This is an optimization exercise on Yosys and OpenROAD, whose aim is small area, not a production implementation.
Only simulation tests tie the RTL to the original design; equivalence was not proved.
Power is estimated from default activity; no workload was simulated.

==> flow/design.v <==
package axi_xdma_st_data_pkg;
    localparam logic [1:0] COUNTER_NORMAL = 2'b00;
    localparam logic [1:0] COUNTER_DOWN   = 2'b01;
    localparam logic [1:0] COUNTER_STOP   = 2'b10;
    localparam logic [1:0] RANDOM_DATA    = 2'b11;
    typedef enum logic [1:0] {CLEAR = 2'd0, SEED = 2'd1, CHECK = 2'd2} chk_state_e;
    localparam int CFG_MODE      = 0;
    localparam int CFG_AUTO_SEED = 2;
    localparam int CFG_CLEAR     = 3;
    localparam int CFG_BP_EN     = 4;
    localparam int CFG_PRESET    = 5;
endpackage
module axis_bp_lfsr #(
    parameter logic [15:0] SEED = 16'hACE1
) (
    input  logic        i_clk,
    input  logic        i_rst_n,
    input  logic        i_en,
    output logic [15:0] o_lfsr
);
    logic [15:0] r_lfsr;
    assign o_lfsr = r_lfsr;
    always_ff @(posedge i_clk) begin
        if (!i_rst_n)
            r_lfsr <= SEED;
        else if (i_en)
            r_lfsr <= {1'b0, r_lfsr[15:1]} ^ (r_lfsr[0] ? 16'hB400 : 16'h0000);
    end
endmodule
module axi_xdma_st_data_chk_slave_stream #(
    parameter int          C_S_AXIS_TDATA_WIDTH  = 128,
    parameter int          NUMBER_OF_INPUT_WORDS = 64,
    parameter logic [15:0] BP_LFSR_SEED          = 16'hACE1
) (
    input  logic                              S_AXIS_ACLK,
    input  logic                              S_AXIS_ARESETN,
    input  logic                              S_AXIS_TVALID,
    input  logic [C_S_AXIS_TDATA_WIDTH-1:0]   S_AXIS_TDATA,
    input  logic [C_S_AXIS_TDATA_WIDTH/8-1:0] S_AXIS_TSTRB,
    input  logic                              S_AXIS_TLAST,
    output logic                              S_AXIS_TREADY,
    input  logic [31:0]                       config_reg0,
    input  logic [31:0]                       config_reg1,
    input  logic [31:0]                       config_reg2,
    output logic [63:0]                       beat_count,
    output logic [31:0]                       pkt_count,
    output logic [31:0]                       data_err_count,
    output logic [31:0]                       tlast_err_count,
    output logic                              first_err_valid,
    output logic [C_S_AXIS_TDATA_WIDTH-1:0]   first_err_data,
    output logic [C_S_AXIS_TDATA_WIDTH-1:0]   first_err_expected,
    output logic [31:0]                       first_err_beat
);
    function automatic logic [63:0] pre_and64(input logic [63:0] x);
        logic [7:0] blk, ball;
        logic [63:0] c;
        logic r;
        for (int b = 0; b < 8; b++) begin
            r = 1'b1;
            for (int i = 0; i < 8; i++) begin
                c[8*b+i] = r;
                r = r & x[8*b+i];
            end
            blk[b] = r;
        end
        ball[0] = 1'b1;
        for (int b = 1; b < 8; b++) ball[b] = ball[b-1] & blk[b-1];
        for (int b = 1; b < 8; b++)
            for (int i = 0; i < 8; i++) c[8*b+i] = c[8*b+i] & ball[b];
        pre_and64 = c;
    endfunction
    localparam int W = C_S_AXIS_TDATA_WIDTH;
    logic         r_clear, r_seed;           
    logic         r_tready;
    logic [63:0]  r_beat_count;
    logic [31:0]  r_pkt_count, r_data_err_count, r_tlast_err_count, r_first_err_beat;
    logic         r_first_err_valid;
    logic [W-1:0] r_expected, r_first_err_data, r_first_err_expected;
    logic [5:0]   r_beat_idx;
    logic [15:0]  w_lfsr;
    axis_bp_lfsr #(.SEED(BP_LFSR_SEED)) u_bp_lfsr (
        .i_clk   (S_AXIS_ACLK),
        .i_rst_n (S_AXIS_ARESETN),
        .i_en    (1'b1),
        .o_lfsr  (w_lfsr)
    );
    logic rst, ld, clr, acc, act, chk, m0, m1, m3, en, a, b, sel_t, sel_e, cin;
    logic [31:0] p1, p2;
    assign rst = ~S_AXIS_ARESETN;
    assign ld  = rst | r_clear;
    assign clr = config_reg0[3];
    assign acc = S_AXIS_TVALID & r_tready;
    assign act = acc & ~ld;
    assign chk = ~r_clear & ~r_seed;
    assign m0  = config_reg0[1:0] == 2'd0;
    assign m1  = config_reg0[1:0] == 2'd1;
    assign m3  = config_reg0[1:0] == 2'd3;
    assign p1  = config_reg1 & {32{~rst & config_reg0[5]}};
    assign p2  = config_reg2 & {32{~rst & config_reg0[5]}};
    assign en    = act & ~m3;
    assign a     = en & m0;
    assign b     = en & m1;
    assign sel_t = en & r_seed;
    assign sel_e = ~ld & ~sel_t;
    assign cin   = b | ld;                   
    logic [W-1:0] base, nexp;
    logic [63:0]  y, gp, pp, hq, hpre;
    logic         c64;
    logic [63:0] G, P;
    always_comb begin
        base = ({W{sel_t}} & S_AXIS_TDATA) | ({W{sel_e}} & r_expected);
        for (int i = 0; i < 64; i++) y[i] = i < 32 ? (config_reg1[i] ? a : b) : (config_reg2[i-32] ? a : b);
        pp = base[63:0] ^ y;
        gp = base[63:0] & y;
        G = gp;
        P = pp;
        G[0] = gp[0] | (pp[0] & cin);
        for (int l = 0; l < 6; l++)
            for (int i = 2**(l+1) - 1; i < 64; i += 2**(l+1)) begin
                G[i] = G[i] | (P[i] & G[i - 2**l]);
                P[i] = P[i] & P[i - 2**l];
            end
        for (int l = 4; l >= 0; l--)
            for (int i = 3 * 2**l - 1; i < 64; i += 2**(l+1))
                G[i] = G[i] | (P[i] & G[i - 2**l]);
        nexp[0] = pp[0] ^ cin;
        for (int i = 1; i < 64; i++) nexp[i] = pp[i] ^ G[i-1];
        c64 = G[63];
        hq   = base[127:64] ^ {64{b}};
        hpre = pre_and64(hq) & {64{c64 ^ b}};
        nexp[127:64] = base[127:64] ^ hpre;
    end
    logic neq, derr, at_last, terr, cap, hold;
    assign neq     = |(S_AXIS_TDATA ^ r_expected);
    assign derr    = (chk & ~m3 & neq) | ~(&S_AXIS_TSTRB);
    assign at_last = &r_beat_idx;
    assign terr    = S_AXIS_TLAST ^ at_last;
    assign cap     = act & derr & ~r_first_err_valid;
    assign hold    = ~ld & ~cap;
    logic [63:0] beat_t, beat_pre;
    logic [31:0] pkt_t, derr_t, terr_t;
    logic [63:0] pkt_pre, derr_pre, terr_pre;
    logic        derr_full, terr_full;
    assign beat_pre  = pre_and64(r_beat_count);
    assign beat_t    = beat_pre & {64{act}};
    assign pkt_pre   = pre_and64({32'd0, r_pkt_count});
    assign pkt_t     = pkt_pre[31:0] & {32{act & S_AXIS_TLAST}};
    assign derr_pre  = pre_and64({32'd0, r_data_err_count});
    assign derr_full = derr_pre[31] & r_data_err_count[31];
    assign derr_t    = derr_pre[31:0] & {32{act & derr & ~derr_full}};
    assign terr_pre  = pre_and64({32'd0, r_tlast_err_count});
    assign terr_full = terr_pre[31] & r_tlast_err_count[31];
    assign terr_t    = terr_pre[31:0] & {32{act & terr & ~terr_full}};
    assign S_AXIS_TREADY      = r_tready;
    assign beat_count         = r_beat_count;
    assign pkt_count          = r_pkt_count;
    assign data_err_count     = r_data_err_count;
    assign tlast_err_count    = r_tlast_err_count;
    assign first_err_valid    = r_first_err_valid;
    assign first_err_data     = r_first_err_data;
    assign first_err_expected = r_first_err_expected;
    assign first_err_beat     = r_first_err_beat;
    always_ff @(posedge S_AXIS_ACLK) begin
        r_clear  <= rst | clr;
        r_seed   <= ~rst & ~clr & (r_clear ? config_reg0[2] : (r_seed & ~acc));
        r_tready <= ~rst & ~clr & (~config_reg0[4] | w_lfsr[0]);
        r_expected <= nexp;
        r_beat_count      <= ld ? {p2, p1} : (r_beat_count ^ beat_t);
        r_pkt_count       <= ld ? p2 : (r_pkt_count ^ pkt_t);
        r_data_err_count  <= ld ? p1 : (r_data_err_count ^ derr_t);
        r_tlast_err_count <= ld ? p2 : (r_tlast_err_count ^ terr_t);
        r_first_err_valid    <= ~ld & (r_first_err_valid | (act & derr));
        r_first_err_data     <= ({W{cap}} & S_AXIS_TDATA) | ({W{hold}} & r_first_err_data);
        r_first_err_expected <= ({W{cap}} & r_expected) | ({W{hold}} & r_first_err_expected);
        r_first_err_beat     <= ({32{cap}} & r_beat_count[31:0]) | ({32{hold}} & r_first_err_beat);
        r_beat_idx <= (ld | (act & S_AXIS_TLAST)) ? 6'd0 : (act ? r_beat_idx + 6'd1 : r_beat_idx);
    end
endmodule
==> flow/flow/run.sh <==
#!/bin/bash
set -euo pipefail
if [[ -f flow/extra.mk ]]; then cat flow/extra.mk >> config.mk; fi
bash standard.sh > standard.log 2>&1
==> flow/flow/extra.mk <==
export BUFFER_PORTS_ARGS = -buffer_cell sky130_fd_sc_hd__buf_1
==> flow/standard.sh <==
#!/bin/bash
# synth_recipe.tcl (not shown) runs the flow's synth.tcl, then flattens the netlist and writes it again
# the make line also repeats each setting of config.mk as NAME=value (left out here)
make -C /OpenROAD-flow-scripts/flow DESIGN_CONFIG=/design/flow/config.mk WORK_HOME=/design/flow/orfs CLKGATE_MAP_FILE= SYNTH_SCRIPT=/design/flow/synth_recipe.tcl "${@:-finish}"
==> flow/config.mk <==
export PLATFORM = sky130hd
export DESIGN_NAME = axi_xdma_st_data_chk_slave_stream
export DESIGN_NICKNAME = axi_xdma_st_data_chk_slave_stream
export VERILOG_FILES = /design/flow/design.v
export SDC_FILE = /design/flow/constraint.sdc
export NUM_CORES = 4
export LEC_CHECK = 0
export CAP_MARGIN = 20
export CORE_MARGIN = 2
export CORE_UTILIZATION = 30
export SLEW_MARGIN = 20
export BUFFER_PORTS_ARGS = -buffer_cell sky130_fd_sc_hd__buf_1
==> flow/constraint.sdc <==
create_clock -name core_clock -period 6.0 [get_ports {S_AXIS_ACLK}]
set_input_delay 1.2000 -clock core_clock [delete_from_list [all_inputs] [get_ports {S_AXIS_ACLK}]]
set_output_delay 1.2000 -clock core_clock [all_outputs]
set_load 0.01 [all_outputs]
==> reports/metrics.yaml, run 1 <==
setup.worst_path.class: "in -> reg"
worstPathRequired_ps: 6570
clock_tree.root_cell: "clkbuf_16"
tritoncts: "yes"
synth.lib_cells_used.distinct: 77
yosysWarningCount: 2
minimum_hold_slack_ps: 401
synth_async_sr_flop_share_pct: 0
floorplan.die_area_um2: 102000
period_needed_ps: 5440
total_power_w: 0.00949
grt_antenna_before_repair: 25
yosys_register_bits: 602
worst_path_max_delay_cell: "or4_1"
leakagePower_nw: 13.4
cts.clk_slew.worst_paths_ps: 60
synth_sequential_area_ratio_pct: 40.4
post-route-worst-setup-slack_ps: 559
clock_insertion_delay_worst_skew_ps: 650
synth.cell_area_um2: 29800
tritoncts.num_buffers: 76
postSynthAreaPerCell_um2: 7.84
grt_pass1_vias: 27500
place_hpwl_um: 99200
cellPowerDensity_nw_per_um2: 257
initial_drt_pass_iterations: 6
critical_path.startpoint_type: "input pin"
synth.top_cells.by_area: "dfxtp_1, nand2_1, o21ai_0"
met1_length_um: 56100
cts_repair_resize_count: 0
cts.hold.buffers_added: 0
met3_wirelength_um: 9440
post-route-util_pct: 37.5
die_w_um: 319
antenna_violating_nets_post_route: 0
final-setup-viol-count: 0
highest_layer: "met5"
worst_ir_drop_vdd_v: 0.000162
critical_path.cell_chain: "buf_1, and2_1, nand2_1, nor3_2, buf_12, nand2_1, o21ai_0, ha_1, nand4_1, or4_1, or4_1, a21oi_2, o31ai_2, buf_4, a211o_1, and3_4, or2_1, buf_4, nor4_2, xor2_1"
final-max-slew-violation-count: 0
layout.nets: 4795
area_growth_syn_to_layout_pct: 23.7
tritoncts_num_sinks: 602
drive_gt1_share_pct: 6.69
die-height_um: 319
worst_hold_path_type: "reg -> reg"
route.vias.total: 29100
yosysTopAreaCellShare_pct: 40.4
routability_congestion: 0.916
clock_tree.htree_level_count: 3
grt_max_degree: 242
coreArea_um2: 98400
slew_headroom_pct: 22.5
synth.largest_area_cell: "dfxtp_1"
met2_length_um: 58300
drc_errors: 0
crit_fanout: 18
numPortBuffers: 667
max_cap_violations: 0
rsz0062_at_grt: "no"
route.final.wire_length_um: 128000
totalNegativeSetupSlack_ps: 0
number_of_enable_type_register_cells_in_the_synthesized_netlist: 0
critPathMaxStageDelay_ps: 590
critPathArrivalTime_ps: 6010
avgRoutedWirePerCell_um: 22.0
global_route_wire_length_before_repair_um: 184000
std_cell_rows: 115
finalHoldViolations: 0
number_of_drc_markers_after_the_initial_detailed_route_iteration: 2316
global_route.overflow_total: 0
crit_path_end_kind: "register"
post-route-period-util_pct: 90.7
max-clock-path-buffers: 3
floorplan.io_pins: 694
grtUsageTotal_pct: 24.1
synth-main-ff-cell: "dfxtp_1"
cts_setup_buffers: 0
initial_utilization_pct: 30.3
fmax_mhz: 184
syn_inst: 3802
placement.setup.worst_slack_ps: -205
worst_pin_slew_ps: 1160
worst_clock_skew_ps: 31.9
run_status: "finished clean"
avgViaCountPerCell: 5.01
syn_nets: 4146
## power breakdown
group	internal, W	leakage (nW)	switching (W)
Combinational	0.000161	7.21	0.000396
Sequential	0.00406	4.88	0.0000791
Clock	0.00286	1.26	0.00193
Total	0.00708	13.4	0.00241
## synth_stat cells, drive strengths merged (4+ instances only)
master   instances
a2111oi          4
a211o            4
a21boi          15
a21o            29
a21oi           61
a221oi           5
a22o             7
a31o             4
a31oi           13
and2            25
and3            44
and4            23
buf             26
clkbuf         200
dfxtp          602
fa              33
ha              67
inv             74
mux2i           10
nand2         1011
nand2b          14
nand3          200
nand4          102
nand4b           4
nor2            83
nor2b            7
nor3            60
nor4            36
o211ai           7
o21a             6
o21ai          546
o22ai           10
o31ai           15
or2              7
or3             10
or4              4
xnor2          254
xor2           136
## final cells by class
cell class / count / area (µm²)
tap: 1287 / 1610
multi-input combinational: 2900 / 16700
timing repair buffer: 797 / 3570
fill: 10300 / 61500
clock buffer: 104 / 2220
antenna: 14 / 35.0
inverter: 74 / 278
sequential: 602 / 12100
clock inverter: 34 / 370
## through the flow
step                      area, µm²  std cells
after floorplan               30000       3802
after global placement        34300       5660
after detailed placement      34300       5660
after CTS                     36800       5798
after global routing          36900       5810
final                         36900       5812
## sequential cells by signal, summed over array words and instances (netlist names)
register / cells
r_pkt_count: 32
r_first_err_expected: 128
u_bp_lfsr.r_lfsr: 16
r_tlast_err_count: 32
r_expected: 128
r_first_err_valid: 1
r_tready: 1
r_beat_count: 64
r_data_err_count: 32
r_seed: 1
r_first_err_data: 128
r_clear: 1
r_beat_idx: 6
r_first_err_beat: 32
## cells by family after synthesis
group,synth area share [%]
AND/OR/NAND/NOR,24.6
AO/OA/AOI/OAI,14.2
XOR/XNOR,11.5
buffers and inverters,3.82
adder cells (fa/ha/maj),5.03
flip-flops,40.4
multiplexers,0.449
## worst max-delay path, delay by kind of cell
kind,cells,cell delay (ps)
AND/OR/NAND/NOR,10,2780
AO/OA/AOI/OAI,4,900
buffers and inverters,4,700
adder cells (fa/ha/maj),1,210
XOR/XNOR,1,190
## layout by cell type, fill, tap and decap left out, types with 56 or more instances in the layout
cell / instances
nand3_1: 200
buf_1: 667
nor3_1: 56
ha_1: 67
inv_1: 73
xnor2_1: 254
nand4_1: 102
nand2_1: 1009
dfxtp_1: 602
xor2_1: 136
buf_4: 123
a21oi_1: 60
clkbuf_16: 77
o21ai_0: 511
nor2_1: 81
## layer usage
| layer | vias to the layer above | track usage [%] |
|---|---|---|
| met3 | 182 | 6.15 |
| met4 | 16 | 8.40 |
| met5 | - | 0 |
| li1 | 14200 | - |
| met1 | 13700 | 31.1 |
| met2 | 972 | 39.0 |
## final timing paths
kind / from / end / slack, ps / depth (start not counted)
max: S_AXIS_TVALID / r_expected[78] / 560 / 20
min: u_bp_lfsr.r_lfsr[1] / u_bp_lfsr.r_lfsr[0] / 400 / 1
max reg2reg: r_tready / r_expected[78] / 630 / 19
min reg2reg: u_bp_lfsr.r_lfsr[1] / u_bp_lfsr.r_lfsr[0] / 400 / 1
==> run 2: changes to the inputs <==
--- a/flow/config.mk
+++ b/flow/config.mk
@@ -10,2 +10,3 @@
 export CORE_UTILIZATION = 30
+export CTS_BUF_LIST = sky130_fd_sc_hd__clkbuf_4
 export SLEW_MARGIN = 20
==> run 2 against run 1 <==
Net effect:
- power fell by 9.2%
- setup slack lost 3.6 ps
- utilization down 0.41 points
- sequential share of layout area increased by 0.36 points
- sequential cell count unchanged
- non-clock buffer count did not move
- register-to-register slack got worse by 70 ps
- still clean
- synthesized cell count stayed put
- critical endpoint unchanged
- largest power group is now registers
==> reports/metrics.yaml, run 2 <==
yosysWarningCount: 2  # unchanged
max_cap_violations: 0  # unchanged
route.vias.total: 29800  # +2.3%
largest_registers: "r_expected (128), r_first_err_data (128), r_first_err_expected (128)"
layout.nets: 4897  # +2.1%
number_of_enable_type_register_cells_in_the_synthesized_netlist: 0  # unchanged
tritoncts: "yes"
worst_pin_slew_ps: 1100  # -59.4 ps
synth.most_common_cell: "nand2_1"
layout.cells.most_common_list: "nand2_1, buf_1, dfxtp_1"
fmax_mhz: 184  # about the same
avgViaCountPerCell: 4.98  # -0.66%
worstPathRequired_ps: 6940  # +370 ps
antenna_violating_nets_post_route: 0  # unchanged
std_cell_rows: 115  # unchanged
cts_repair_resize_count: 0  # unchanged
postSynthAreaPerCell_um2: 7.84  # unchanged
coreArea_um2: 98400  # unchanged
synth_sequential_area_ratio_pct: 40.4  # unchanged
synth-main-ff-cell: "dfxtp_1"
die_w_um: 319  # unchanged
rsz0062_at_grt: "no"
layout.cells.non_filler: 5986  # +3.0%
grtUsageTotal_pct: 24.4  # +0.29 points
area_growth_syn_to_layout_pct: 22.4
cts.clk_slew.worst_paths_ps: 70  # about the same
clock_tree.htree_level_count: 4  # +1
floorplan.die_area_um2: 102000  # unchanged
synth.cell_area_um2: 29800  # unchanged
cellPowerDensity_nw_per_um2: 236  # -8.2%
global_route_wire_length_before_repair_um: 186000  # +1.1%
final-setup-viol-count: 0  # unchanged
drive_gt1_share_pct: 9.40  # +2.7 points
grt_antenna_before_repair: 24  # -4.0%
synth.top_cells.by_area: "dfxtp_1, nand2_1, o21ai_0"
worst_clock_skew_ps: 104  # +72.5 ps
final-max-slew-violation-count: 0  # unchanged
yosys_register_bits: 602  # unchanged
tritoncts_num_sinks: 602  # unchanged
syn_nets: 4146  # unchanged
synth.lib_cells_used.distinct: 77  # unchanged
clock_insertion_delay_worst_skew_ps: 1090  # +440 ps
synth_async_sr_flop_share_pct: 0  # unchanged
run_status: "finished clean"
routability_congestion: 0.916  # unchanged
initial_utilization_pct: 30.3  # unchanged
place_hpwl_um: 99200  # unchanged
synth.largest_area_cell: "dfxtp_1"
mostFrequentLayoutCell: "nand2_1"
avgRoutedWirePerCell_um: 21.5  # -2.4%
total_power_w: 0.00861  # -9.2%
floorplan.io_pins: 694  # unchanged
syn_inst: 3802  # unchanged
place_inst: 5660  # unchanged
numPortBuffers: 667  # unchanged
critPathArrivalTime_ps: 6390  # +380 ps
slew_headroom_pct: 26.4  # +4.0 points
finalHoldViolations: 0  # unchanged
critical_path.startpoint_type: "register"
crit_fanout: 22  # +4
grt_pass1_vias: 28300  # +3.0%
crit_path_end_kind: "register"
tritoncts.num_buffers: 178  # +130%
setup.worst_path.class: "reg -> reg"
multi_input_comb_area_um2: 16700  # unchanged
period_needed_ps: 5440  # +3.59 ps
filler_cell_count: 10500  # +1.4%
route.final.wire_length_um: 128000  # +0.52%
leakagePower_nw: 13.4  # +0.18%
drc_errors: 0  # unchanged
global_route.overflow_total: 0  # unchanged
number_of_drc_markers_after_the_initial_detailed_route_iteration: 2297  # -0.82%
initial_drt_pass_iterations: 6  # unchanged
max-clock-path-buffers: 3  # unchanged
clock_tree.root_cell: "clkbuf_4"
yosysTopAreaCellShare_pct: 40.4  # unchanged
die-height_um: 319  # unchanged
worst_ir_drop_vdd_v: 0.000147  # -9.1%
post_synth_most_frequent_cells: "nand2_1, dfxtp_1, o21ai_0"
post-route-period-util_pct: 90.7  # about the same
area.sequential_um2: 12100  # unchanged
worst_hold_path_type: "in -> reg"
cts_setup_buffers: 0  # unchanged
cts.hold.buffers_added: 0  # unchanged
grt_max_degree: 242  # unchanged
[run 2: cell counts after synthesis]
No cell type changed its count.
[run 2: path summary, 6_finish.rpt]
path                       startpoint                   to  slack [ps]  cells past startpoint
setup / recovery             r_tready       r_expected[78]         560                     19
hold / removal         config_reg0[4]             r_tready         300                      2
hold reg to reg   u_bp_lfsr.r_lfsr[6]  u_bp_lfsr.r_lfsr[5]         390                      1
setup reg to reg             r_tready       r_expected[78]         560                     19
[run 2: power by group]
group / switching [W] / internal [W]
registers: 0.0000791 / 0.00406
clock network: 0.00194 / 0.00198
logic: 0.000395 / 0.000161
[run 2: area by class of cell]
type / count / share of cell area (%)
clock buffers: 252 / 5.19
well taps: 1287 / 4.41
repair buffers: 797 / 9.78
diodes: 18 / 0.123
flip-flops and latches: 602 / 33.0
clock inverters: 56 / 0.782
multi-input cells: 2900 / 45.9
inverters: 74 / 0.761
[run 2: critical path, cell delays in order, from the launching register on]
cell     delay (ps)
dfxtp_1         580
and2_1          210
nand2_1         130
inv_2           160
nand2_4         220
nand3_1         160
o21ai_0         130
ha_1            320
nand4_1         180
or4_1           580
or4_1           560
a21oi_2         260
o31ai_2         120
buf_4           170
a211o_1         370
and3_4          210
or2_1           260
buf_4           190
nor4_2          290
xor2_1          190
[run 2: layer usage]
metal / track usage [%] / vias to the layer above / wire (µm)
met5: 0 / - / 133
met4: 9.31 / 20 / 3950
met3: 6.69 / 234 / 10100
met2: 39.2 / 1144 / 58900
met1: 31.0 / 13900 / 55300
li1: - / 14500 / -
[run 2: per-stage QoR]
step | setup slack, ps | util, % | setup TNS [ps] | cell area, µm² | hold WS (ps)
2_1_floorplan | -8.04 | - | -30.6 | 30000 | 386
3_3_place_gp | -133 | 34.8 | -1940 | 34300 | 388
3_5_place_dp | -205 | 34.8 | -4070 | 34300 | 397
4_1_cts | 453 | 37.0 | 0 | 36400 | 172
5_1_grt | 288 | 37.1 | 0 | 36500 | 207
6_report | 556 | 37.1 | 0 | 36500 | 304
[run 2: cell families (layout without fill, tap and decap cells)]
group / after synthesis / after routing / share of synthesized area (%)
flip-flops: 602 / 602 / 40.4
XOR/XNOR: 390 / 390 / 11.5
buffers and inverters: 300 / 1179 / 3.82
multiplexers: 13 / 13 / 0.449
adder cells (fa/ha/maj): 100 / 100 / 5.03
other: 0 / 18 / 0
AO/OA/AOI/OAI: 759 / 759 / 14.2
AND/OR/NAND/NOR: 1638 / 1638 / 24.6
==> run 3: changes to the inputs <==
==> flow/run.sh (new file) <==
#!/bin/bash
# synth_recipe.tcl (not shown) runs the flow's synth.tcl, then flattens the netlist and writes it again
# the make line also repeats each setting of config.mk as NAME=value (left out here)
make -C /OpenROAD-flow-scripts/flow DESIGN_CONFIG=/design/flow/config.mk WORK_HOME=/design/flow/orfs CLKGATE_MAP_FILE= SYNTH_SCRIPT=/design/flow/synth_recipe.tcl finish
--- a/flow/config.mk
+++ b/flow/config.mk
@@ -10,4 +10,2 @@
 export CORE_UTILIZATION = 30
-export CTS_BUF_LIST = sky130_fd_sc_hd__clkbuf_4
 export SLEW_MARGIN = 20
-export BUFFER_PORTS_ARGS = -buffer_cell sky130_fd_sc_hd__buf_1
removed: flow/flow/run.sh
removed: flow/flow/extra.mk
removed: flow/standard.sh
==> run 3 against run 2 <==
Net effect:
- register-to-register slack improved by 100 ps
- clock-buffer cell count fell by 142
- die area stayed put
- via count fell by 1.3%
- largest cell class unchanged
- sequential share of layout area decreased by 4.0 points
- routed wire length is 0.98% higher
- clock power is 18% higher
- non-clock buffer count up 68
- largest power group is now the clock network
- critical endpoint is now r_expected[75]
- first-iteration DRC count shrank 6.6%
- highest routed layer unchanged
- synthesized area is the same
- synthesized cell count unchanged
- clock skew fell by 77 ps
==> reports/metrics.yaml, run 3 <==
run_status: "finished clean"
area_growth_syn_to_layout_pct: 39.3
clock_tree.htree_level_count: 3  # -1
timing.rr.start: "r_tready"
worst_hold_start: "u_bp_lfsr.r_lfsr[8]"
groute.layer.met3.usage_pct: 6.71  # +0.013 points
global_route.overflow_total: 0  # unchanged
grt_pass1_vias: 27800  # -1.6%
synth.largest_area_cell: "dfxtp_1"
mostFrequentLayoutCell: "nand2_1"
power.internal_w: 0.00709  # +14%
tritoncts: "yes"
cts.clk_slew.worst_paths_ps: 60  # about the same
syn_nets: 4146  # unchanged
initial_utilization_pct: 30.3  # unchanged
worstPathBufferInverterCount: 3  # unchanged
die-height_um: 319  # unchanged
clock_tree.root_cell: "clkbuf_16"
path_common_cell: "or4_1"
route.vias.total: 29400  # -1.3%
synth-main-ff-cell: "dfxtp_1"
number_of_enable_type_register_cells_in_the_synthesized_netlist: 0  # unchanged
route.final.wire_length_um: 130000  # +0.98%
setup.worst_path.class: "in -> reg"
coreArea_um2: 98400  # unchanged
std_cell_rows: 115  # unchanged
syn_inst: 3802  # unchanged
worstPathRequired_ps: 6570  # -370 ps
grt_max_degree: 169  # -30%
p_sw_w: 0.00238  # -1.1%
global_route_wire_length_before_repair_um: 188000  # +0.99%
die_w_um: 319  # unchanged
grtUsageTotal_pct: 24.6  # +0.18 points
post-route-worst-setup-slack_ps: 280  # -276 ps
drc_errors: 0  # unchanged
antenna_violating_nets_post_route: 0  # unchanged
floorplan.die_area_um2: 102000  # unchanged
filler_cell_count: 9887  # -5.7%
pwr-share-comb_pct: 7.7  # +1.2 points
layout.nets: 4862  # -0.71%
placement.setup.worst_slack_ps: -636  # -431 ps
worst_path_max_delay_cell: "or4_1"
clock_insertion_delay_worst_skew_ps: 650  # -440 ps
routability_congestion: 0.904  # -1.3%
synth.most_common_cell: "nand2_1"
minimum_hold_slack_ps: 411  # +107 ps
synth.cell_area_um2: 29800  # unchanged
rsz0062_at_grt: "no"
worst_pin_slew_ps: 1050  # -56.6 ps
largest_registers: "r_expected (128), r_first_err_data (128), r_first_err_expected (128)"
cp_top_family: "simple AND/OR/NAND/NOR gates"
cellPowerDensity_nw_per_um2: 228  # -3.4%
yosysWarningCount: 2  # unchanged
switching_share_pct: 25.2  # -2.8 points
max_cap_violations: 0  # unchanged
slew_headroom_pct: 29.6  # +3.1 points
place_hpwl_um: 101000  # +1.7%
yosys_register_bits: 602  # unchanged
numPortBuffers: 667  # unchanged
crit_path_end_kind: "register"
post-route-period-util_pct: 95.3  # +4.6 points
gr-usage-met2_pct: 40.3  # +1.0 points
avgViaCountPerCell: 5.01  # +0.60%
globalRoute.busiestLayer: "met2"
floorplan.io_pins: 694  # unchanged
tritoncts_num_sinks: 602  # unchanged
finalHoldViolations: 0  # unchanged
max-clock-path-buffers: 3  # unchanged
critPathArrivalTime_ps: 6290  # -100 ps
synth.top_cells.by_area: "dfxtp_1, nand2_1, o21ai_0"
leakagePower_nw: 15.3  # +14%
critPathMaxStageDelay_ps: 590  # about the same
final-max-slew-violation-count: 0  # unchanged
layout.cells.most_common_list: "nand2_1, clkdlybuf4s50_1, dfxtp_1"
tritoncts.num_buffers: 75  # -58%
yosysTopAreaCellShare_pct: 40.4  # unchanged
seqPwrFrac_pct: 43.8  # -4.3 points
critical_path.startpoint_type: "input pin"
drive_gt1_share_pct: 7.76  # -1.6 points
fmax_mhz: 175  # -4.8%
grt_antenna_before_repair: 18  # -25%
period_needed_ps: 5720  # +276 ps
initial_drt_pass_iterations: 6  # unchanged
synth.lib_cells_used.distinct: 77  # unchanged
critical_path.startpoint: "S_AXIS_ARESETN"
met1_usage_pct: 31.4  # +0.33 points
worst_clock_skew_ps: 27.2  # -77.1 ps
synth_async_sr_flop_share_pct: 0  # unchanged
critical_path.cell_chain: "clkdlybuf4s50_1, nor2b_4, nand2_1, inv_2, nand2_4, nand3_1, o21ai_0, ha_1, nand4_1, or4_1, or4_1, a21oi_2, o31ai_4, a211o_1, and3_4, or2_1, buf_12, nor4_1, xor2_1"
final-setup-viol-count: 0  # unchanged
number_of_drc_markers_after_the_initial_detailed_route_iteration: 2146  # -6.6%
synth_sequential_area_ratio_pct: 40.4  # unchanged
clock_power_share_pct: 48.6  # +3.1 points
total_power_w: 0.00947  # +10%
worst_hold_path_type: "reg -> reg"
postSynthAreaPerCell_um2: 7.84  # unchanged
worst_ir_drop_vdd_v: 0.000187  # +27%
avgRoutedWirePerCell_um: 22.1  # +3.0%
crit_fanout: 22  # unchanged
post_synth_most_frequent_cells: "nand2_1, dfxtp_1, o21ai_0"
cts.hold.buffers_added: 0  # unchanged
==> run 3: stage by stage <==
step	instance area, µm²	utilization (%)	TNS (ps)	std cells
floorplan	30000	-	-30.6	3802
global placement	39000	39.7	-32350	5728
detailed placement	39000	39.7	-40630	5728
CTS	41500	42.1	0	5862
global route	41500	42.2	0	5870
finish	41500	42.2	0	5871
==> run 3: kinds of logic after synthesis <==
logic type | after synthesis | share of synthesized area (%)
and+or+nand+nor | 1638 | 24.6
AOI/OAI and AO/OA | 759 | 14.2
DFF | 602 | 40.4
xor gates and xnor gates | 390 | 11.5
buffers and inverters | 300 | 3.82
adders and majority gates | 100 | 5.03
muxes | 13 | 0.449
==> run 3: worst paths after layout <==
check        slack (ps)  cells past startpoint                  end
max                 280                     19       r_expected[75]
min                 410                      1  u_bp_lfsr.r_lfsr[7]
max reg2reg         660                     18       r_expected[75]
min reg2reg         410                      1  u_bp_lfsr.r_lfsr[7]
==> run 3: timing repair <==
| item | in CTS | in global routing |
|---|---|---|
| buffers inserted | 0 | 0 |
| gates resized for setup | 0 | 3 |
| endpoints found under the setup margin | 0 | 50 |
==> run 3: layout make-up <==
class | instances | area (µm²) | area share, %
Antenna cell | 9 | 22.5 | 0.0542
Clock buffer | 110 | 2180 | 5.25
Clock inverter | 24 | 262 | 0.630
Inverter | 74 | 278 | 0.669
Multi-Input combinational cell | 2900 | 16800 | 40.4
Sequential cell | 602 | 12100 | 29.0
Tap cell | 1287 | 1610 | 3.88
Timing Repair Buffer | 865 | 8350 | 20.1
==> run 3: metal layers <==
metal	vias up	wire length (µm)
met5	-	121
met1	13800	56400
met4	18	3860
met2	1000	59800
li1	14400	-
met3	203	9560
==> run 3: power by group through the flow <==
stage / sequential, W / combinational (W) / clock (W)
after global placement: 0.00423 / 0.000724 / 0
after CTS: 0.00414 / 0.000729 / 0.00470
after global routing: 0.00415 / 0.000764 / 0.00486
final: 0.00414 / 0.000725 / 0.00460
after detailed placement: 0.00423 / 0.000724 / 0
after floorplan: 0.00423 / 0.000202 / 0
==> run 4: changes to the inputs <==
==> flow/flow/run.sh (new file) <==
#!/bin/bash
set -euo pipefail
if [[ -f flow/extra.mk ]]; then cat flow/extra.mk >> config.mk; fi
rm -rf scripts && cp -r "$FLOW_HOME/scripts" scripts
cp flow/abc_area.script scripts/abc_area.script
SCRIPTS_DIR="$PWD/scripts" bash standard.sh > standard.log 2>&1
==> flow/flow/abc_area.script (new file) <==
&get -n
&st
&dch
&nf -a
&put
topo
stime -c
buffer -c
upsize -c
dnsize -c
==> flow/flow/extra.mk (new file) <==
export BUFFER_PORTS_ARGS = -buffer_cell sky130_fd_sc_hd__buf_1
==> flow/standard.sh (new file) <==
#!/bin/bash
# synth_recipe.tcl (not shown) runs the flow's synth.tcl, then flattens the netlist and writes it again
# the make line also repeats each setting of config.mk as NAME=value (left out here)
make -C /OpenROAD-flow-scripts/flow DESIGN_CONFIG=/design/flow/config.mk WORK_HOME=/design/flow/orfs CLKGATE_MAP_FILE= SYNTH_SCRIPT=/design/flow/synth_recipe.tcl "${@:-finish}"
--- a/flow/config.mk
+++ b/flow/config.mk
@@ -7,2 +7,3 @@
 export LEC_CHECK = 0
+export ABC_AREA = 1
 export CAP_MARGIN = 20
@@ -11 +12,2 @@
 export SLEW_MARGIN = 20
+export BUFFER_PORTS_ARGS = -buffer_cell sky130_fd_sc_hd__buf_1
removed: flow/run.sh
==> run 4 against run 3 <==
Net effect:
- synthesized cell count decreased by 27%
- via count decreased by 19%
- combinational power decreased by 13%
- cell count decreased by 21%
- sequential power increased by 2%
- still clean
- design area decreased by 20%
==> reports/metrics.yaml, run 4 <==
route.vias.total: 23900  # -19%
period_needed_ps: 5160  # -562 ps
coreArea_um2: 89700  # -8.8%
worst_pin_slew_ps: 962  # -85.3 ps
avgRoutedWirePerCell_um: 21.3  # -3.5%
layout.cells.most_common_list: "buf_1, dfxtp_1, a22o_1"
std_cell_rows: 110  # -4.3%
placement.setup.worst_slack_ps: 237  # +873 ps
number_of_drc_markers_after_the_initial_detailed_route_iteration: 1819  # -15%
tritoncts_num_sinks: 602  # unchanged
critical_path.startpoint_type: "input pin"
numPortBuffers: 667  # unchanged
syn_nets: 3116  # -25%
yosys_register_bits: 602  # unchanged
post-route-util_pct: 37.2  # -5.0 points
synth.top_cells.by_area: "dfxtp_1, a22o_1, xnor2_1"
area_growth_syn_to_layout_pct: 23.3
filler_cell_count: 9173  # -7.2%
grt_antenna_before_repair: 7  # -11
leakagePower_nw: 12.4  # -19%
place_inst: 4511  # -21%
final-max-slew-violation-count: 0  # unchanged
cts.clk_slew.worst_paths_ps: 50  # about the same
layout.cells.non_filler: 4643  # -21%
routability_congestion: 0.896  # -0.88%
synth.lib_cells_used.distinct: 80  # +3.9%
synth.largest_area_cell: "dfxtp_1"
grtUsageTotal_pct: 20.6  # -4.0 points
antenna_violating_nets_post_route: 0  # unchanged
crit_path_end_kind: "register"
synth_sequential_area_ratio_pct: 44.6  # +4.1 points
worst_clock_skew_ps: 32.3  # +5.10 ps
largest_registers: "r_expected (128), r_first_err_data (128), r_first_err_expected (128)"
max-clock-path-buffers: 3  # unchanged
setup.worst_path.class: "in -> reg"
finalHoldViolations: 0  # unchanged
cts_repair_resize_count: 0  # unchanged
critPathArrivalTime_ps: 5680  # -610 ps
place_hpwl_um: 75300  # -25%
cts.hold.buffers_added: 0  # unchanged
synth.most_common_cell: "dfxtp_1"
worst_ir_drop_vdd_v: 0.000164  # -12%
floorplan.io_pins: 694  # unchanged
post-route-period-util_pct: 86.0  # -9.4 points
number_of_enable_type_register_cells_in_the_synthesized_netlist: 0  # unchanged
mostFrequentLayoutCell: "buf_1"
max_cap_violations: 0  # unchanged
initial_drt_pass_iterations: 6  # unchanged
critical_path.cell_chain: "buf_1, nand4b_4, or3_2, buf_12, a21oi_1, ha_1, a21oi_1, nor2_1, a211oi_1, nor2_1, a2111oi_0, o41a_1, buf_12, o21ba_2, o21ai_0, a21boi_0, o21ai_0, fa_1, xor2_1"
layout.nets: 3753  # -23%
worstPathRequired_ps: 6520  # -50 ps
synth_async_sr_flop_share_pct: 0  # unchanged
die-height_um: 304  # -4.7%
floorplan.die_area_um2: 92600  # -9.2%
route.final.wire_length_um: 99000  # -24%
critPathMaxStageDelay_ps: 520  # -70 ps
grt_max_degree: 102  # -40%
totalNegativeSetupSlack_ps: 0  # unchanged
tritoncts.num_buffers: 72  # -4.0%
run_status: "finished clean"
initial_utilization_pct: 30.1  # -0.15 points
clock_tree.htree_level_count: 3  # unchanged
clock_tree.root_cell: "clkbuf_16"
clock_insertion_delay_worst_skew_ps: 640  # about the same
worst_path_max_delay_cell: "or3_2"
fmax_mhz: 194  # +11%
post_synth_most_frequent_cells: "dfxtp_1, a22o_1, xnor2_1"
cts_setup_buffers: 0  # unchanged
global_route_wire_length_before_repair_um: 146000  # -23%
slew_headroom_pct: 35.9  # +6.3 points
cellPowerDensity_nw_per_um2: 281  # +23%
postSynthAreaPerCell_um2: 9.76  # +24%
yosysTopAreaCellShare_pct: 44.6  # +4.1 points
synth.cell_area_um2: 27000  # -9.3%
yosysWarningCount: 2  # unchanged
rsz0062_at_grt: "no"
tritoncts: "yes"
drive_gt1_share_pct: 5.92  # -1.8 points
post-route-worst-setup-slack_ps: 842  # +562 ps
syn_inst: 2772  # -27%
crit_fanout: 32  # +45%
avgViaCountPerCell: 5.14  # +2.6%
drc_errors: 0  # unchanged
grt_pass1_vias: 22500  # -19%
worst_hold_path_type: "reg -> reg"
synth-main-ff-cell: "dfxtp_1"
die_w_um: 304  # -4.7%
global_route.overflow_total: 0  # unchanged
final-setup-viol-count: 0  # unchanged
==> run 4: changes by cell type after synthesis, moves of 25 or more <==
cell      before  now
nor2_1        83  165
a21oi_1       61  129
xor2_1       136   62
o21ai_0      511  139
nand3_1      200   56
o21ai_1       35    1
a22o_1         7  400
o31ai_1       15   73
nand4_1      102   67
and3_1        43   68
clkbuf_1     200  122
nand2_1     1011  187
==> run 4: metrics by stage <==
| step | total power (W) | cell area (µm²) | hold slack [ps] |
|---|---|---|---|
| floorplan | 0.00461 | 27100 | 386 |
| global placement | 0.00493 | 30900 | 390 |
| detailed placement | 0.00494 | 30900 | 396 |
| CTS | 0.00949 | 33300 | 412 |
| global route | 0.00971 | 33300 | 421 |
| finish | 0.00938 | 33400 | 408 |
==> run 4: logic make-up (layout without fill, tap and decap cells) <==
group | Yosys count | in the layout | synth area share, %
AOI/OAI and AO/OA | 821 | 821 | 22.4
and+or+nand+nor | 719 | 719 | 13.7
DFF | 602 | 602 | 44.6
xor gates and xnor gates | 312 | 312 | 10.1
buffers and inverters | 211 | 901 | 3.42
adders and majority gates | 100 | 100 | 5.54
muxes | 7 | 7 | 0.273
other | 0 | 5 | 0
==> run 4: report_power, final <==
group	leakage [nW]	internal, W	switching (W)
Sequential	4.90	0.00410	0.000116
Clock	1.18	0.00271	0.00182
Combinational	6.36	0.000228	0.000405
Total	12.4	0.00704	0.00234
==> run 4: path summary, 6_finish.rpt <==
path / startpoint / end / slack, ps / cells past startpoint
hold / removal: u_bp_lfsr.r_lfsr[8] / u_bp_lfsr.r_lfsr[7] / 410 / 1
setup / recovery: S_AXIS_TVALID / r_expected[63] / 840 / 19
setup reg to reg: r_clear / r_expected[63] / 1070 / 18
hold reg to reg: u_bp_lfsr.r_lfsr[8] / u_bp_lfsr.r_lfsr[7] / 410 / 1
==> run 4: final cells by class <==
class	instances	area (µm²)	area share [%]
Clock inverter	25	365	1.10
Sequential cell	602	12100	36.1
Tap cell	1176	1470	4.41
Clock buffer	102	2060	6.17
Multi-Input combinational cell	1959	14100	42.4
Inverter	52	195	0.585
Timing Repair Buffer	722	3070	9.20
Antenna cell	5	12.5	0.0375
==> run 4: critical path: cells and delay by family <==
kind / cells / cell delay [ps]
buf+inv: 3 / 480
simple gates: 4 / 860
xor+xnor: 1 / 150
compound gates: 9 / 2190
fa+ha+maj: 2 / 750
==> run 4: per-layer routing <==
metal,part of all wire (%),track usage (%),routed length (µm),vias up
met5,0.070,0,69,-
met4,3.4,7.81,3340,10
met3,5.7,4.09,5680,160
met2,46,33.1,45500,745
met1,45,27.2,44400,11500
li1,-,-,-,11500
==> run 5: changes to the inputs <==
--- a/flow/design.v
+++ b/flow/design.v
@@ -102,5 +102,5 @@
     assign b     = en & m1;
-    assign sel_t = en & r_seed;
-    assign sel_e = ~ld & ~sel_t;
-    assign cin   = b | ld;                   
+    assign sel_t = r_seed & ~m3;
+    assign sel_e = ~ld & ~r_seed;
+    assign cin   = b | ld | (r_seed & m3);   
     logic [W-1:0] base, nexp;
@@ -128,4 +128,4 @@
         c64 = G[63];
-        hq   = base[127:64] ^ {64{b}};
-        hpre = pre_and64(hq) & {64{c64 ^ b}};
+        hq   = base[127:64] ^ {64{m1}};
+        hpre = pre_and64(hq) & {64{en & (c64 ^ m1)}};
         nexp[127:64] = base[127:64] ^ hpre;
@@ -139,2 +139,5 @@
     assign hold    = ~ld & ~cap;
+    logic  cap_e, cap_1;
+    assign cap_e   = cap & ~r_seed;
+    assign cap_1   = cap & r_seed;
     logic [63:0] beat_t, beat_pre;
@@ -172,5 +175,5 @@
         r_first_err_valid    <= ~ld & (r_first_err_valid | (act & derr));
-        r_first_err_data     <= ({W{cap}} & S_AXIS_TDATA) | ({W{hold}} & r_first_err_data);
-        r_first_err_expected <= ({W{cap}} & r_expected) | ({W{hold}} & r_first_err_expected);
-        r_first_err_beat     <= ({32{cap}} & r_beat_count[31:0]) | ({32{hold}} & r_first_err_beat);
+        r_first_err_data     <= {W{~ld}} & (r_first_err_data | ({W{cap}} & S_AXIS_TDATA));
+        r_first_err_expected <= {W{~ld}} & (r_first_err_expected | ({W{cap_e}} & r_expected) | {{(W-1){1'b0}}, cap_1});
+        r_first_err_beat     <= {32{~ld}} & (r_first_err_beat | ({32{cap}} & r_beat_count[31:0]));
         r_beat_idx <= (ld | (act & S_AXIS_TLAST)) ? 6'd0 : (act ? r_beat_idx + 6'd1 : r_beat_idx);
==> flow/flow/abc_area.script (replaced) <==
&get -n
&st
&dch
&nf -a
&put
topo
stime -c
dnsize -c
==> flow/flow/extra.mk (replaced) <==
export BUFFER_PORTS_ARGS = -buffer_cell sky130_fd_sc_hd__buf_1
export CTS_ARGS = -sink_clustering_enable -repair_clock_nets -dont_use_dummy_load -buf_list {sky130_fd_sc_hd__clkbuf_4 sky130_fd_sc_hd__clkbuf_8 sky130_fd_sc_hd__clkbuf_16} -sink_clustering_size 25 -sink_clustering_max_diameter 80
--- a/flow/config.mk
+++ b/flow/config.mk
@@ -10,4 +10,5 @@
 export CORE_MARGIN = 2
-export CORE_UTILIZATION = 30
+export CORE_UTILIZATION = 70
 export SLEW_MARGIN = 20
 export BUFFER_PORTS_ARGS = -buffer_cell sky130_fd_sc_hd__buf_1
+export CTS_ARGS = -sink_clustering_enable -repair_clock_nets -dont_use_dummy_load -buf_list {sky130_fd_sc_hd__clkbuf_4 sky130_fd_sc_hd__clkbuf_8 sky130_fd_sc_hd__clkbuf_16} -sink_clustering_size 25 -sink_clustering_max_diameter 80
==> run 5 against run 4 <==
Net effect:
- utilization is 46 points higher
- power shrank 26%
- clock power down 53%
- via count is 10% higher
- combinational power fell by 3%
- synthesized cell count is 4.3% higher
- non-clock buffer count is 22 lower
- synthesized area down 3.9%
- maximum frequency decreased by 2.0%
==> reports/metrics.yaml, run 5 <==
cts_repair_resize_count: 0  # unchanged
cts.clk_slew.worst_paths_ps: 90  # +40 ps
multi_input_comb_area_um2: 14000  # -0.90%
route.final.wire_length_um: 92800  # -6.2%
worst_pin_slew_ps: 1080  # +116 ps
post-route-period-util_pct: 87.7  # +1.8 points
hold_path_end: "u_bp_lfsr.r_lfsr[6]"
drive_gt1_share_pct: 3.09  # -2.8 points
drc_errors: 0  # unchanged
layout.cells.most_common_list: "buf_1, dfxtp_1, nor2_1"
layout.nets: 3965  # +5.6%
coreArea_um2: 36600  # -59%
globalRoute.busiestLayer: "met2"
cts_setup_buffers: 0  # unchanged
final-max-slew-violation-count: 0  # unchanged
worstPathBufferInverterCount: 3  # unchanged
synth-main-ff-cell: "dfxtp_1"
avgRoutedWirePerCell_um: 22.6  # +6.2%
fmax_mhz: 190  # -2.0%
critPathMaxStageDelay_ps: 490  # -30 ps
timing.rr.start: "r_clear"
critical_path.startpoint_type: "input pin"
synth.largest_area_cell: "dfxtp_1"
floorplan.io_pins: 694  # unchanged
synth.most_common_cell: "dfxtp_1"
clock_insertion_delay_worst_skew_ps: 610  # -30 ps
period_needed_ps: 5260  # +105 ps
post_synth_most_frequent_cells: "dfxtp_1, nor2_1, a21oi_1"
gr-usage-met2_pct: 73.8  # +41 points
area.sequential_um2: 12100  # unchanged
worst_ir_drop_vdd_v: 0.000254  # +54%
syn_inst: 2890  # +4.3%
yosys_register_bits: 602  # unchanged
leakagePower_nw: 10.5  # -16%
yosysWarningCount: 2  # unchanged
worst-path-stages: 19  # unchanged
worst_hold_path_type: "reg -> reg"
global_route_wire_length_before_repair_um: 139000  # -4.8%
tritoncts.num_buffers: 29  # -60%
finalHoldViolations: 0  # unchanged
post-route-util_pct: 83.1  # +46 points
max_cap_violations: 0  # unchanged
worst_path_max_delay_cell: "nor3_4"
area_growth_syn_to_layout_pct: 17.1
yosysTopAreaCellShare_pct: 46.4  # +1.8 points
postSynthAreaPerCell_um2: 9.00  # -7.8%
worst_hold_start: "u_bp_lfsr.r_lfsr[7]"
post-route-worst-setup-slack_ps: 737  # -105 ps
routability_congestion: 1.01  # +13%
initial_drt_pass_iterations: 7  # +1
global_route.overflow_total: 0  # unchanged
die-height_um: 197  # -35%
grt_pass1_vias: 24700  # +9.7%
totalNegativeSetupSlack_ps: 0  # unchanged
initial_utilization_pct: 71.0  # +41 points
cellPowerDensity_nw_per_um2: 227  # -19%
placement.setup.worst_slack_ps: 306  # +68.9 ps
avgViaCountPerCell: 6.41  # +25%
critPathArrivalTime_ps: 5740  # +60 ps
setup.worst_path.class: "in -> reg"
met1_usage_pct: 53.1  # +26 points
run_status: "finished clean"
route.vias.total: 26300  # +10%
grt_max_degree: 140  # +37%
floorplan.die_area_um2: 38700  # -58%
clock_tree.root_cell: "clkbuf_16"
clock_tree.htree_level_count: 1  # -2
die_w_um: 197  # -35%
synth_sequential_area_ratio_pct: 46.4  # +1.8 points
cts.hold.buffers_added: 0  # unchanged
synth.top_cells.by_area: "dfxtp_1, xnor2_1, a21oi_1"
crit_fanout: 30  # -6.3%
critical_path.cell_chain: "buf_1, nand4b_1, nor3_4, buf_4, nand2_1, o21ai_0, ha_1, a21oi_1, o21ai_0, a21oi_1, o31ai_1, a31oi_4, clkinv_2, a21o_1, a21boi_2, o21ai_2, a31o_1, fa_2, xor2_1"
worst_clock_skew_ps: 33.2  # +0.882 ps
grtUsageTotal_pct: 46.0  # +25 points
antenna_violating_nets_post_route: 0  # unchanged
std_cell_rows: 70  # -36%
numPortBuffers: 667  # unchanged
cp_top_family: "compound AO/OA/AOI/OAI gates"
tritoncts: "yes"
mostFrequentLayoutCell: "buf_1"
syn_nets: 3234  # +3.8%
number_of_drc_markers_after_the_initial_detailed_route_iteration: 2885  # +59%
largest_registers: "r_expected (128), r_first_err_data (128), r_first_err_expected (128)"
grt_antenna_before_repair: 14  # +7
final-setup-viol-count: 0  # unchanged
synth.cell_area_um2: 26000  # -3.9%
rsz0062_at_grt: "no"
reg2reg_slack_ps: 1030  # -40 ps
slew_headroom_pct: 28.1  # -7.7 points
worstPathRequired_ps: 6480  # -40 ps
crit_path_end_kind: "register"
synth_async_sr_flop_share_pct: 0  # unchanged
rr_endpoint: "r_expected[63]"
critical_path.startpoint: "S_AXIS_ARESETN"
filler_cell_count: 2292  # -75%
groute.layer.met3.usage_pct: 12.7  # +8.6 points
synth.lib_cells_used.distinct: 47  # -41%
place_hpwl_um: 68700  # -8.8%
tritoncts_num_sinks: 602  # unchanged
number_of_enable_type_register_cells_in_the_synthesized_netlist: 0  # unchanged
ff2ff_path_depth: 18  # unchanged
max-clock-path-buffers: 3  # unchanged
worstHoldPathCells: 1  # unchanged
==> run 5: worst max-delay path by stage <==
stage | endpoint | slack, ps
5_1_grt | r_expected[63] | 510
6_report | r_expected[63] | 740
3_5_place_dp | r_expected[63] | 310
2_1_floorplan | r_expected[76] | -1280
3_3_place_gp | r_expected[63] | 380
4_1_cts | r_expected[63] | 900
==> run 5: per-stage QoR <==
| step | power [W] | hold WS, ps | instance area [µm²] | std cells |
|---|---|---|---|---|
| after floorplan | 0.00456 | 386 | 26200 | 2890 |
| after global placement | 0.00483 | 392 | 29700 | 4058 |
| after detailed placement | 0.00485 | 406 | 29700 | 4058 |
| after CTS | 0.00687 | 429 | 30400 | 4087 |
| after global routing | 0.00708 | 446 | 30400 | 4097 |
| final | 0.00692 | 425 | 30400 | 4101 |
==> run 5: where the power goes <==
part           switching (W)  internal, W  leakage, nW
clock                0.00125     0.000861        0.357
sequential          0.000104      0.00408         4.88
combinational       0.000401     0.000212         5.25
total                0.00176      0.00516         10.5
==> run 5: kinds of logic (layout without fill, tap and decap cells) <==
family	Yosys count	in the layout	share of synthesized area (%)
mux	2	2	0.0818
fa+ha+maj	100	100	5.77
xor+xnor	331	331	11.2
compound gates	819	819	18.4
flops	602	602	46.4
buf+inv	54	783	0.780
other cells	0	14	0
simple gates	982	982	17.4
==> run 5: layout make-up <==
cell class	instances	area share, %
antenna	14	0.115
clock buffer	29	2.38
inverter	54	0.674
multi-input combinational	2234	46.0
sequential	602	39.6
tap	468	1.92
timing repair buffer	700	9.29
==> run 5: routing by layer <==
| layer | wire, µm | up-vias |
|---|---|---|
| met5 | 24 | - |
| met4 | 8100 | 6 |
| met3 | 10600 | 411 |
| met2 | 41900 | 1731 |
| met1 | 32200 | 12400 |
| li1 | - | 11800 |
==> run 6: changes to the inputs <==
==> flow/flow/abc_area.script (replaced) <==
&get -n
&st
&dc2
&dch
&nf -a -R 1000
&put
topo
stime -c
dnsize -c
==> run 6 against run 5 <==
Net effect:
- synthesized area decreased by 3.5%
- synthesized cell count fell by 4.4%
- the flow now stops in 3_2_place_iop
==> reports/metrics.yaml, run 6 <==
synth.top_cells.by_area: "dfxtp_1, a21oi_1, xnor2_1"
syn_inst: 2764  # -4.4%
synth_sequential_area_ratio_pct: 48.0  # +1.7 points
number_of_enable_type_register_cells_in_the_synthesized_netlist: 0  # unchanged
synth.largest_area_cell: "dfxtp_1"
synth.cell_area_um2: 25100  # -3.5%
synth.lib_cells_used.distinct: 44  # -6.4%
yosysWarningCount: 2  # unchanged
synth_async_sr_flop_share_pct: 0  # unchanged
post_synth_most_frequent_cells: "dfxtp_1, a21oi_1, nor2_1"
run_status: "stopped before the end"
stop_error: "[ERROR PPL-0024] Number of IO pins (694) exceeds maximum number of available positions (692). Increase the die perimeter from 773.44um to 943.84um."
yosysTopAreaCellShare_pct: 48.0  # +1.7 points
die-height_um: 193  # -1.7%
std_cell_rows: 69  # -1.4%
initial_utilization_pct: 70.7  # -0.27 points
syn_nets: 3108  # -3.9%
die_w_um: 193  # -1.7%
yosys_register_bits: 602  # unchanged
synth-main-ff-cell: "dfxtp_1"
postSynthAreaPerCell_um2: 9.08  # +0.95%
synth.most_common_cell: "dfxtp_1"
failing_step: "3_2_place_iop"
## run 6: cell types whose count changed after synthesis, moves of 31 or more
cell     before  now
a21oi_1     373  429
nand3_1      57   23
nand4_1      76   45
o21ai_0     202  148
o31ai_1      52   93
xnor2_1     256  180
## run 6: kinds of logic after synthesis
kind of cell | after synthesis | synth area share [%]
AND/OR/NAND/NOR | 883 | 15.7
multiplexers | 12 | 0.479
adder cells (fa/ha/maj) | 100 | 5.97
buffers and inverters | 60 | 0.897
AO/OA/AOI/OAI | 863 | 20.4
XOR/XNOR | 244 | 8.51
flip-flops | 602 | 48.0
==> run 7: changes to the inputs <==
==> flow/flow/abc_area.script (replaced) <==
&get -n
&st
&dch
&nf -a
&put
topo
stime -c
buffer -c
upsize -c
dnsize -c
==> run 7 against run 6 <==
Net effect:
- now clean on timing, DRC and antenna
- synthesized cell count grew 10%
- synthesized area is 6.5% higher
==> reports/metrics.yaml, run 7 <==
global_route.overflow_total: 0
drive_gt1_share_pct: 2.84
number_of_drc_markers_after_the_initial_detailed_route_iteration: 2435
synth.most_common_cell: "dfxtp_1"
grt_max_degree: 181
antenna_violating_nets_post_route: 0
post_synth_most_frequent_cells: "dfxtp_1, nor2_1, a21oi_1"
synth_async_sr_flop_share_pct: 0  # unchanged
floorplan.die_area_um2: 39800
post-route-period-util_pct: 85.2
max_cap_violations: 0
synth.top_cells.by_area: "dfxtp_1, xnor2_1, a21oi_1"
routability_congestion: 0.985
worst_clock_skew_ps: 58.0
worst_pin_slew_ps: 1010
yosysTopAreaCellShare_pct: 45.1  # -2.9 points
place_hpwl_um: 69100
syn_inst: 3048  # +10%
setup.worst_path.class: "in -> reg"
run_status: "finished clean"
totalNegativeSetupSlack_ps: 0
yosys_register_bits: 602  # unchanged
mostFrequentLayoutCell: "buf_1"
tritoncts: "yes"
tritoncts.num_buffers: 31
synth.largest_area_cell: "dfxtp_1"
crit_path_end_kind: "register"
filler_cell_count: 2623
period_needed_ps: 5110
minimum_hold_slack_ps: 411
cts.clk_slew.worst_paths_ps: 100
initial_utilization_pct: 71.0  # +0.25 points
std_cell_rows: 71  # +2.9%
area_growth_syn_to_layout_pct: 14.0
synth_sequential_area_ratio_pct: 45.1  # -2.9 points
numPortBuffers: 667
slew_headroom_pct: 32.3
cts_setup_buffers: 0
clock_insertion_delay_worst_skew_ps: 620
worstPathRequired_ps: 6520
die-height_um: 199  # +3.1%
rsz0062_at_grt: "no"
synth.cell_area_um2: 26700  # +6.5%
route.vias.total: 26100
clock_tree.root_cell: "clkbuf_16"
final-setup-viol-count: 0
coreArea_um2: 37700
largest_registers: "r_expected (128), r_first_err_data (128), r_first_err_expected (128)"
number_of_enable_type_register_cells_in_the_synthesized_netlist: 0  # unchanged
grt_pass1_vias: 24300
synth-main-ff-cell: "dfxtp_1"
layout.nets: 3970
tritoncts_num_sinks: 602
cts_repair_resize_count: 0
global_route_wire_length_before_repair_um: 136000
synth.lib_cells_used.distinct: 61  # +39%
route.final.wire_length_um: 92300
fmax_mhz: 196
grtUsageTotal_pct: 44.4
die_w_um: 199  # +3.1%
drc_errors: 0
timing.rr.start: "r_clear"
floorplan.io_pins: 694
initial_drt_pass_iterations: 6
worst_hold_start: "u_bp_lfsr.r_lfsr[8]"
leakagePower_nw: 10.7
max-clock-path-buffers: 3
avgViaCountPerCell: 6.30
worst_ir_drop_vdd_v: 0.000233
worst_hold_path_type: "reg -> reg"
critPathArrivalTime_ps: 5630
critical_path.startpoint: "S_AXIS_ARESETN"
grt_antenna_before_repair: 15
postSynthAreaPerCell_um2: 8.77  # -3.4%
critical_path.startpoint_type: "input pin"
clock_tree.htree_level_count: 1
final-max-slew-violation-count: 0
layout.cells.most_common_list: "buf_1, dfxtp_1, nor2_1"
finalHoldViolations: 0
yosysWarningCount: 2  # unchanged
crit_fanout: 30
cellPowerDensity_nw_per_um2: 229
avgRoutedWirePerCell_um: 22.3
cts.hold.buffers_added: 0
syn_nets: 3392  # +9.1%
## run 7: where the power goes
part           total (W)  switching [W]  internal (W)
Clock            0.00219        0.00127      0.000916
Combinational   0.000616       0.000403      0.000213
Sequential       0.00418       0.000103       0.00408
Total            0.00699        0.00178       0.00521
## run 7: final cells by class
| type | count | area (µm²) | area share, % |
|---|---|---|---|
| Tap cell | 511 | 639 | 2.10 |
| Multi-Input combinational cell | 2234 | 13900 | 45.7 |
| Inverter | 54 | 203 | 0.665 |
| Clock buffer | 31 | 776 | 2.54 |
| Sequential cell | 602 | 12100 | 39.5 |
| Timing Repair Buffer | 703 | 2860 | 9.38 |
| Antenna cell | 10 | 25.0 | 0.0821 |
## run 7: routing by layer
layer	track usage, %	share of wire [%]
met1	51.4	35
met5	0	0.087
met4	34.3	9.3
met2	70.4	45
met3	11.8	11
## run 7: worst paths after layout
path	endpoint	slack, ps	cells after the start
setup reg to reg	r_expected[63]	1220	18
setup / recovery	r_expected[63]	890	19
hold reg to reg	u_bp_lfsr.r_lfsr[7]	410	1
hold / removal	u_bp_lfsr.r_lfsr[7]	410	1
## run 7: worst max-delay path: stages
cell and delay (ps):
buf_1 280, nand4b_1 300, inv_1 170, nand2_2 90, buf_4 240, o21ai_0 340, ha_1 340, a21oi_1 190
o21ai_0 160, a21oi_1 180, nand2_1 160, a31oi_2 270, inv_1 120, a21o_1 250, a21boi_1 300, o21ai_1 160
a31o_2 300, fa_1 420, xor2_1 150
## run 7: kinds of logic after synthesis
group           count (synthesis)  share of synthesized area [%]
mux                             2                         0.0795
simple gates                  982                           17.3
fa+ha+maj                     100                           5.61
flops                         602                           45.1
xor+xnor                      331                           10.8
buf+inv                       212                           3.09
compound gates                819                           18.0
## run 7: through the flow
step / instance area, µm² / setup WS (ps) / util (%) / cells / power (W)
2_1_floorplan: 26800 / 34.0 / - / 3048 / 0.00457
3_3_place_gp: 29700 / 462 / 78.7 / 4103 / 0.00484
3_5_place_dp: 29700 / 369 / 78.7 / 4103 / 0.00486
4_1_cts: 30400 / 966 / 80.8 / 4134 / 0.00695
5_1_grt: 30500 / 639 / 80.9 / 4140 / 0.00716
6_report: 30500 / 888 / 80.9 / 4145 / 0.00699
==> run 8: changes to the inputs <==
==> flow/flow/extra.mk (replaced) <==
export BUFFER_PORTS_ARGS = -buffer_cell sky130_fd_sc_hd__buf_1
export CTS_ARGS = -sink_clustering_enable -repair_clock_nets -dont_use_dummy_load -buf_list {sky130_fd_sc_hd__clkbuf_4 sky130_fd_sc_hd__clkbuf_8 sky130_fd_sc_hd__clkbuf_16} -sink_clustering_size 25 -sink_clustering_max_diameter 80
export ADDER_MAP_FILE =
--- a/flow/config.mk
+++ b/flow/config.mk
@@ -9,4 +9,4 @@
 export CAP_MARGIN = 20
-export CORE_MARGIN = 2
-export CORE_UTILIZATION = 70
+export CORE_AREA = 2 2 198 198
+export DIE_AREA = 0 0 200 200
 export SLEW_MARGIN = 20
@@ -14 +14,2 @@
 export CTS_ARGS = -sink_clustering_enable -repair_clock_nets -dont_use_dummy_load -buf_list {sky130_fd_sc_hd__clkbuf_4 sky130_fd_sc_hd__clkbuf_8 sky130_fd_sc_hd__clkbuf_16} -sink_clustering_size 25 -sink_clustering_max_diameter 80
+export ADDER_MAP_FILE =
==> run 8 against run 7 <==
Net effect:
- register-to-register slack got worse by 480 ps
- cell count rose by 1.0%
- utilization fell by 0.73 points
- sequential power rose by 1%
- synthesized cell count rose by 1.1%
- power rose by 2.1%
- die area rose by 0.56%
- routed wire length fell by 4.2%
- global-route usage fell by 2.2 points
- worst hold slack improved by 0.66 ps
- critical path type unchanged
- critical endpoint is now r_beat_count[63]
==> reports/metrics.yaml, run 8 <==
synth.most_common_cell: "dfxtp_1"
number_of_drc_markers_after_the_initial_detailed_route_iteration: 2342  # -3.8%
numPortBuffers: 667  # unchanged
postSynthAreaPerCell_um2: 8.62  # -1.7%
coreArea_um2: 37800  # +0.24%
route.vias.total: 26100  # -0.054%
post_synth_most_frequent_cells: "dfxtp_1, a21oi_1, nor2_1"
synth.largest_area_cell: "dfxtp_1"
slew_headroom_pct: 23.4  # -8.9 points
avgRoutedWirePerCell_um: 21.1  # -5.2%
drc_errors: 0  # unchanged
tritoncts_num_sinks: 602  # unchanged
avgViaCountPerCell: 6.23  # -1.1%
yosysWarningCount: 2  # unchanged
tritoncts: "yes"
route.final.wire_length_um: 88400  # -4.2%
cts.clk_slew.worst_paths_ps: 90  # about the same
number_of_enable_type_register_cells_in_the_synthesized_netlist: 0  # unchanged
grt_max_degree: 116  # -36%
cellPowerDensity_nw_per_um2: 235  # +2.8%
layout.cells.most_common_list: "buf_1, dfxtp_1, a21oi_1"
path_common_cell: "and3_1"
cts.hold.buffers_added: 0  # unchanged
clock_tree.htree_level_count: 1  # unchanged
antenna_violating_nets_post_route: 0  # unchanged
worst_ir_drop_vdd_v: 0.000216  # -7.4%
clock_tree.root_cell: "clkbuf_16"
place_hpwl_um: 67200  # -2.8%
run_status: "finished clean"
worstPathBufferInverterCount: 3  # -1
max-clock-path-buffers: 3  # unchanged
synth_sequential_area_ratio_pct: 45.4  # +0.29 points
worst_hold_path_type: "reg -> reg"
fmax_mhz: 178  # -9.1%
max_cap_violations: 0  # unchanged
cts_setup_buffers: 0  # unchanged
place_inst: 4148  # +1.1%
floorplan.die_area_um2: 40000  # +0.56%
setup.worst_path.class: "in -> reg"
yosys_register_bits: 602  # unchanged
tritoncts.num_buffers: 31  # unchanged
gr-usage-met2_pct: 70.2  # -0.17 points
final-max-slew-violation-count: 0  # unchanged
synth.top_cells.by_area: "dfxtp_1, xnor2_1, a21oi_1"
clock_insertion_delay_worst_skew_ps: 620  # about the same
layout.nets: 3914  # -1.4%
die_w_um: 200  # +0.28%
worst_pin_slew_ps: 1150  # +141 ps
worst_path_max_delay_cell: "nor4_2"
cts_repair_resize_count: 0  # unchanged
initial_drt_pass_iterations: 6  # unchanged
critPathArrivalTime_ps: 6080  # +450 ps
syn_inst: 3082  # +1.1%
cp_top_family: "simple AND/OR/NAND/NOR gates"
critPathMaxStageDelay_ps: 500  # +80 ps
critical_path.startpoint_type: "input pin"
std_cell_rows: 71  # unchanged
worst_clock_skew_ps: 34.9  # -23.1 ps
mostFrequentLayoutCell: "buf_1"
global_route_wire_length_before_repair_um: 133000  # -2.5%
drive_gt1_share_pct: 3.54  # +0.70 points
floorplan.io_pins: 694  # unchanged
area_growth_syn_to_layout_pct: 14.0  # about the same
grt_antenna_before_repair: 9  # -6
grtUsageTotal_pct: 42.2  # -2.2 points
minimum_hold_slack_ps: 411  # +0.655 ps
initial_utilization_pct: 70.4  # -0.62 points
synth-main-ff-cell: "dfxtp_1"
total_power_w: 0.00713  # +2.1%
global_route.overflow_total: 0  # unchanged
syn_nets: 3326  # -1.9%
die-height_um: 200  # +0.28%
routability_congestion: 0.994  # +0.94%
crit_path_end_kind: "register"
post-route-period-util_pct: 93.8  # +8.6 points
leakagePower_nw: 9.83  # -8.5%
final-setup-viol-count: 0  # unchanged
critical_path.cell_chain: "buf_1, nand4b_4, buf_4, nor4_2, nand4_1, nor4_1, buf_4, and4_1, nor3b_2, and4_1, and3_1, and3_1, and3_1, and3_1, and3_1, and4_1, xnor2_1, o21ai_0"
crit_fanout: 10  # -67%
met1_usage_pct: 49.7  # -1.6 points
post-route-worst-setup-slack_ps: 374  # -515 ps
yosysTopAreaCellShare_pct: 45.4  # +0.29 points
period_needed_ps: 5630  # +515 ps
synth_async_sr_flop_share_pct: 0  # unchanged
layout.cells.non_filler: 4188  # +1.0%
rsz0062_at_grt: "no"
globalRoute.busiestLayer: "met2"
grt_pass1_vias: 24300  # +0.23%
placement.setup.worst_slack_ps: -82.6  # -452 ps
synth.lib_cells_used.distinct: 77  # +26%
largest_registers: "r_expected (128), r_first_err_data (128), r_first_err_expected (128)"
groute.layer.met3.usage_pct: 9.02  # -2.8 points
worstPathRequired_ps: 6460  # -60 ps
synth.cell_area_um2: 26600  # -0.64%
finalHoldViolations: 0  # unchanged
run 8: changes by cell type after synthesis, moves of 36 or more:
cell	change
a21oi_1	+36
o21ai_0	-40
nand2_1	-59
ha_1	-67
xnor2_1	+40
a22oi_1	+67
a22o_1	-65
run 8: through the flow:
step	cell area, µm²	util (%)	setup TNS, ps
3_5_place_dp	29500	78.1	-85.2
5_1_grt	30300	80.2	0
3_3_place_gp	29500	78.1	0
6_report	30300	80.2	0
2_1_floorplan	26600	-	0
4_1_cts	30300	80.1	0
run 8: path summary, 6_finish.rpt:
path / start / end / slack [ps] / cells after the start
setup / recovery: S_AXIS_ARESETN / r_beat_count[63] / 370 / 18
hold / removal: u_bp_lfsr.r_lfsr[7] / u_bp_lfsr.r_lfsr[6] / 410 / 1
setup reg to reg: r_clear / r_beat_count[63] / 740 / 17
hold reg to reg: u_bp_lfsr.r_lfsr[7] / u_bp_lfsr.r_lfsr[6] / 410 / 1
run 8: power by group:
part | switching, W | internal, W | total [W]
logic | 0.000468 | 0.000265 | 0.000733
clock network | 0.00126 | 0.000916 | 0.00217
registers | 0.000121 | 0.00410 | 0.00422
total | 0.00185 | 0.00528 | 0.00713
run 8: logic make-up (layout without fill, tap and decap cells):
kind of cell | after synthesis | after routing | synth area share (%)
buffers and inverters | 201 | 787 | 3.26
xor gates and xnor gates | 400 | 400 | 13.2
other | 0 | 9 | 0
AOI/OAI and AO/OA | 862 | 862 | 19.3
and+or+nand+nor | 999 | 999 | 18.2
adders and majority gates | 17 | 17 | 0.645
muxes | 1 | 1 | 0.0377
DFF | 602 | 602 | 45.4
run 8: final cells by class:
class	instances	area, µm²
diodes	9	22.5
clock buffers	31	776
fillers	2712	7470
inverters	35	131
multi-input cells	2279	13700
flip-flops and latches	602	12100
well taps	511	639
repair buffers	721	2950
run 8: worst register-to-register path: cells and delay by family, from the launching register on:
family | cells | cell delay (ps)
buf+inv | 2 | 430
xor+xnor | 1 | 120
simple gates | 13 | 4010
flops | 1 | 460
compound gates | 1 | 80
run 8: routing by layer:
metal	vias to the layer above	routed length, µm
met3	366	8830
li1	11900	-
met4	4	6410
met1	12300	31900
met5	-	26
met2	1495	41200
